This design comes from an exercise in tuning for small area and few clock cycles on the open sky130 flow, not from production work.
In this exercise RTL edits were held to simulation tests only and were not proved equivalent to the original.
Power and IR drop assume default switching activity.

==> flow/design.v (excerpt) <==
module outlier_hold_moving_average_core (
    input  logic                           aclk,
    input  logic                           aresetn,
    input  logic                           s_valid,
    output logic                           s_ready,
    input  logic [ohma_pkg::SAMPLE_W-1:0]  s_distance_sample,
    output logic                           m_valid,
    input  logic                           m_ready,
    output logic [ohma_pkg::SAMPLE_W-1:0]  m_average_distance,
    output logic                           m_sample_rejected,
    input  logic                           cfg_valid,
    output logic                           cfg_ready,
    input  logic [ohma_pkg::SAMPLE_W-1:0]  cfg_data
);
    localparam int W = ohma_pkg::SAMPLE_W;
    localparam int N = ohma_pkg::WINDOW;
    logic [W-1:0]                  limit_reg;
    logic [ohma_pkg::SUM_W-1:0]    sum_reg;
    logic [ohma_pkg::CNT_W-1:0]    cnt_reg;
    logic                          rejected_reg;
    logic                          m_valid_reg;
    logic                          accept;
    logic [ohma_pkg::SUM_W-1:0]    sum_add;
    logic [ohma_pkg::SUM_W-1:0]    sum_sub;
    logic [ohma_pkg::SUM_W-1:0]    csa_s;
    logic [ohma_pkg::SUM_W-1:0]    csa_c;
    logic [ohma_pkg::SUM_W-1:0]    sum_next;
    logic [W-1:0]                  gt0, pr0;
    logic [7:0]                    gt1, pr1;
    logic [3:0]                    gt2, pr2;
    logic [1:0]                    gt3, pr3;
    logic                          rejected;
    logic                          have_newest;
    logic                          have_oldest;
    logic [W-1:0]                  newest;
    logic [W-1:0]                  oldest;
    logic [W-1:0]                  entry;
    logic [W-1:0]                  chain [N];
    genvar i;
    generate
        for (i = 0; i < N; i++) begin : g_cell
  ...
Size in the first run: ~1100 cells after synthesis, about 520 flip-flops, about 20000 µm² of cells after synthesis.
==> module outlier_hold_moving_average_core, before the edit <==
module outlier_hold_moving_average_core (
    input  logic                           aclk,
    input  logic                           aresetn,
    input  logic                           s_valid,
    output logic                           s_ready,
    input  logic [ohma_pkg::SAMPLE_W-1:0]  s_distance_sample,
    output logic                           m_valid,
    input  logic                           m_ready,
    output logic [ohma_pkg::SAMPLE_W-1:0]  m_average_distance,
    output logic                           m_sample_rejected,
    input  logic                           cfg_valid,
    output logic                           cfg_ready,
    input  logic [ohma_pkg::SAMPLE_W-1:0]  cfg_data
);
    localparam int W = ohma_pkg::SAMPLE_W;
    localparam int N = ohma_pkg::WINDOW;
    logic [W-1:0]                  limit_reg;
    logic [ohma_pkg::SUM_W-1:0]    sum_reg;
    logic [ohma_pkg::CNT_W-1:0]    cnt_reg;
    logic                          rejected_reg;
    logic                          m_valid_reg;
    logic                          accept;
    logic [ohma_pkg::SUM_W-1:0]    sum_add;
    logic [ohma_pkg::SUM_W-1:0]    sum_sub;
    logic [ohma_pkg::SUM_W-1:0]    csa_s;
    logic [ohma_pkg::SUM_W-1:0]    csa_c;
    logic [ohma_pkg::SUM_W-1:0]    sum_next;
    logic [W-1:0]                  gt0, pr0;
    logic [7:0]                    gt1, pr1;
    logic [3:0]                    gt2, pr2;
    logic [1:0]                    gt3, pr3;
    logic                          rejected;
    logic                          have_newest;
    logic                          have_oldest;
    logic [W-1:0]                  newest;
    logic [W-1:0]                  oldest;
    logic [W-1:0]                  entry;
    logic [W-1:0]                  chain [N];
    genvar i;
    generate
        for (i = 0; i < N; i++) begin : g_cell
            if (i == 0) begin : g_head
                ohma_cell u_cell (
                    .aclk     (aclk),
                    .shift_en (accept),
                    .data_in  (entry),
                    .data_out (chain[i])
                );
            end else begin : g_body
                ohma_cell u_cell (
                    .aclk     (aclk),
                    .shift_en (accept),
                    .data_in  (chain[i-1]),
                    .data_out (chain[i])
                );
            end
        end
    endgenerate
    assign s_ready   = !m_valid_reg || m_ready;
    assign accept    = s_valid && s_ready;
    assign cfg_ready = 1'b1;
    assign have_newest = (cnt_reg != '0);
    assign have_oldest = (cnt_reg == ohma_pkg::CNT_W'(N));
    assign newest      = have_newest ? chain[0] : '0;
    assign oldest      = have_oldest ? chain[N-1] : '0;
    assign gt0 = s_distance_sample & ~limit_reg;
    assign pr0 = s_distance_sample | ~limit_reg;
    genvar g;
    generate
        for (g = 0; g < 8; g++) begin : g_c1
            assign gt1[g] = gt0[2*g+1] | (pr0[2*g+1] & gt0[2*g]);
            assign pr1[g] = pr0[2*g+1] & pr0[2*g];
        end
        for (g = 0; g < 4; g++) begin : g_c2
            assign gt2[g] = gt1[2*g+1] | (pr1[2*g+1] & gt1[2*g]);
            assign pr2[g] = pr1[2*g+1] & pr1[2*g];
        end
        for (g = 0; g < 2; g++) begin : g_c3
            assign gt3[g] = gt2[2*g+1] | (pr2[2*g+1] & gt2[2*g]);
            assign pr3[g] = pr2[2*g+1] & pr2[2*g];
        end
    endgenerate
    assign rejected = gt3[1] | (pr3[1] & gt3[0]);
    assign entry    = rejected ? newest : s_distance_sample;
    assign sum_add  = ohma_pkg::SUM_W'(entry);
    assign sum_sub  = ~(ohma_pkg::SUM_W'(oldest));
    assign csa_s    = sum_reg ^ sum_add ^ sum_sub;
    assign csa_c    = {(sum_reg[ohma_pkg::SUM_W-2:0] & sum_add[ohma_pkg::SUM_W-2:0])
                     | (sum_reg[ohma_pkg::SUM_W-2:0] & sum_sub[ohma_pkg::SUM_W-2:0])
                     | (sum_add[ohma_pkg::SUM_W-2:0] & sum_sub[ohma_pkg::SUM_W-2:0]), 1'b1};
    assign sum_next = csa_s + csa_c;
    always_ff @(posedge aclk) begin
        if (!aresetn) begin
            limit_reg     <= ohma_pkg::LIMIT_RESET;
            sum_reg       <= '0;
            cnt_reg       <= '0;
            m_valid_reg   <= 1'b0;
        end else begin
            if (cfg_valid) begin
                limit_reg <= cfg_data;
            end
            if (accept) begin
                sum_reg <= sum_next;
                if (!have_oldest) begin
                    cnt_reg <= cnt_reg + 1'b1;
                end
            end
            m_valid_reg <= accept || (m_valid_reg && !m_ready);
        end
    end
    always_ff @(posedge aclk) begin
        if (accept) begin
            rejected_reg <= rejected;
        end
    end
    ohma_div u_div (
        .sum_in      (sum_reg),
        .average_out (m_average_distance)
    );
    assign m_sample_rejected = rejected_reg;
    assign m_valid           = m_valid_reg;
endmodule
==> flow/config.mk <==
export PLATFORM = sky130hd
export DESIGN_NAME = outlier_hold_moving_average_core
export DESIGN_NICKNAME = outlier_hold_moving_average_core
export VERILOG_FILES = /design/flow/design.v
export SDC_FILE = /design/flow/constraint.sdc
export NUM_CORES = 4
export LEC_CHECK = 0
export CAP_MARGIN = 20
export CORE_MARGIN = 2
export CORE_UTILIZATION = 40
export CTS_BUF_LIST = sky130_fd_sc_hd__clkbuf_8
export CTS_CLUSTER_DIAMETER = 60
export CTS_CLUSTER_SIZE = 20
export SLEW_MARGIN = 20
==> flow/constraint.sdc <==
create_clock -name core_clock -period 6.0 [get_ports {aclk}]
set_input_delay 1.2000 -clock core_clock [delete_from_list [all_inputs] [get_ports {aclk}]]
set_output_delay 1.2000 -clock core_clock [all_outputs]
set_load 0.01 [all_outputs]
standard.sh (not shown) runs the stock make flow with config.mk's settings and CLKGATE_MAP_FILE= SYNTH_SCRIPT=/design/flow/synth_recipe.tcl, a recipe that flattens the netlist after the stock synthesis.
==> flow/flow/run.sh <==
#!/bin/bash
# Layout flow: the standard flow (standard.sh, unchanged synthesis and steps) with two
# settings passed to ORFS through the environment:
#  - port buffers use the smallest buffer (buf_1) instead of the delay buffer ORFS picks;
#    every input and output port still gets its own buffer;
#  - clock tree synthesis with clkbuf_8 buffers, clusters of up to 20 sinks within 60 um,
#    and no dummy loads (unconnected inverters CTS adds only to balance the tree).
# Each tool's output goes to ORFS's own step logs under orfs/logs; make's output goes to
# flow_make.log here.
set -euo pipefail
cd "$(dirname "$0")/.."
export BUFFER_PORTS_ARGS="-buffer_cell sky130_fd_sc_hd__buf_1"
export CTS_ARGS="-sink_clustering_enable -repair_clock_nets -sink_clustering_size 20 -sink_clustering_max_diameter 60 -buf_list sky130_fd_sc_hd__clkbuf_8 -dont_use_dummy_load"
bash standard.sh > flow_make.log 2>&1
The baseline went through all stages and came out clean.
Testbench counts at the start, summed over its fixed seeds: cycles 24,008.
==> next run, changes <==
--- a/flow/design.v
+++ b/flow/design.v
@@ -164,16 +164,16 @@
     logic                          accept;
     logic [ohma_pkg::SUM_W-1:0]    sum_add;
     logic [ohma_pkg::SUM_W-1:0]    sum_sub;
     logic [ohma_pkg::SUM_W-1:0]    csa_s;
     logic [ohma_pkg::SUM_W-1:0]    csa_c;
     logic [ohma_pkg::SUM_W-1:0]    sum_next;
-    logic [W-1:0]                  gt0, pr0;
-    logic [7:0]                    gt1, pr1;
-    logic [3:0]                    gt2, pr2;
-    logic [1:0]                    gt3, pr3;
+    logic [W-1:0]                  gt0, eq0;
+    logic [7:0]                    gt1, eq1;
+    logic [3:0]                    gt2, eq2;
+    logic [1:0]                    gt3, eq3;
     logic                          rejected;
     logic                          have_newest;
     logic                          have_oldest;
     logic [W-1:0]                  newest;
     logic [W-1:0]                  oldest;
     logic [W-1:0]                  entry;
@@ -203,29 +203,29 @@
     assign cfg_ready = 1'b1;
     assign have_newest = (cnt_reg != '0);
     assign have_oldest = (cnt_reg == ohma_pkg::CNT_W'(N));
     assign newest      = have_newest ? chain[0] : '0;
     assign oldest      = have_oldest ? chain[N-1] : '0;
     assign gt0 = s_distance_sample & ~limit_reg;
-    assign pr0 = s_distance_sample | ~limit_reg;
+    assign eq0 = ~(s_distance_sample ^ limit_reg);
     genvar g;
     generate
         for (g = 0; g < 8; g++) begin : g_c1
-            assign gt1[g] = gt0[2*g+1] | (pr0[2*g+1] & gt0[2*g]);
-            assign pr1[g] = pr0[2*g+1] & pr0[2*g];
+            assign gt1[g] = gt0[2*g+1] | (eq0[2*g+1] & gt0[2*g]);
+            assign eq1[g] = eq0[2*g+1] & eq0[2*g];
         end
         for (g = 0; g < 4; g++) begin : g_c2
-            assign gt2[g] = gt1[2*g+1] | (pr1[2*g+1] & gt1[2*g]);
-            assign pr2[g] = pr1[2*g+1] & pr1[2*g];
+            assign gt2[g] = gt1[2*g+1] | (eq1[2*g+1] & gt1[2*g]);
+            assign eq2[g] = eq1[2*g+1] & eq1[2*g];
         end
         for (g = 0; g < 2; g++) begin : g_c3
-            assign gt3[g] = gt2[2*g+1] | (pr2[2*g+1] & gt2[2*g]);
-            assign pr3[g] = pr2[2*g+1] & pr2[2*g];
+            assign gt3[g] = gt2[2*g+1] | (eq2[2*g+1] & gt2[2*g]);
+            assign eq3[g] = eq2[2*g+1] & eq2[2*g];
         end
     endgenerate
-    assign rejected = gt3[1] | (pr3[1] & gt3[0]);
+    assign rejected = gt3[1] | (eq3[1] & gt3[0]);
     assign entry    = rejected ? newest : s_distance_sample;
     assign sum_add  = ohma_pkg::SUM_W'(entry);
     assign sum_sub  = ~(ohma_pkg::SUM_W'(oldest));
     assign csa_s    = sum_reg ^ sum_add ^ sum_sub;
     assign csa_c    = {(sum_reg[ohma_pkg::SUM_W-2:0] & sum_add[ohma_pkg::SUM_W-2:0])
                      | (sum_reg[ohma_pkg::SUM_W-2:0] & sum_sub[ohma_pkg::SUM_W-2:0])
Effect:
- The changed run finished with timing, DRC and antenna clean
- global-route usage stays flat
- area after synthesis went up by 1.3%
- setup slack is better by 0.037 ns
- power fell by 5.4%
- routed wire length barely changes
- synthesized cell count is higher by 4.0%
- cell count goes up by 2.0%
- via count grows by 1.0%
- clock power went up by about 3%
- utilization went up by 0.27 points
- sequential share of layout area went down by 0.89 points
- final area is higher by 1.2%
- critical path depth does not change
- non-clock buffer count falls by 2
Testbench counts after the change, summed over its fixed seeds: cycles 24,008.

-- port drivers added, routing unchanged --
No port has a modelled driver above. Below, the same layouts with a new extraction and two added sets of constraints. Step 1 assumes that a clkbuf_16 drives the clock port and a buf_2 every other input. Step 2 adds t to the input delays and takes it off the output delays; t is the mean of the earliest and latest rising clock arrival at the registers after step 1. Input paths then give back, and output paths get back, about the clock's delay inside the block. Three values: ideal ports, drivers, drivers and shift; two values: the first two.
run	t (ns)	slack for setup (ns)	hold WS [ns]
the first run	0.619	0.216 / 0.173 / -0.094	0.387 / 0.387 / 0.387
the second run	0.614	0.253 / 0.201 / 0.054	0.342 / 0.342 / 0.342
With both steps, setup timing fails in the first run, where it was met with ideal ports. For the first run, which loses most, drivers alone change the setup slack by -0.043 ns; drivers and shift together by -0.310 ns.
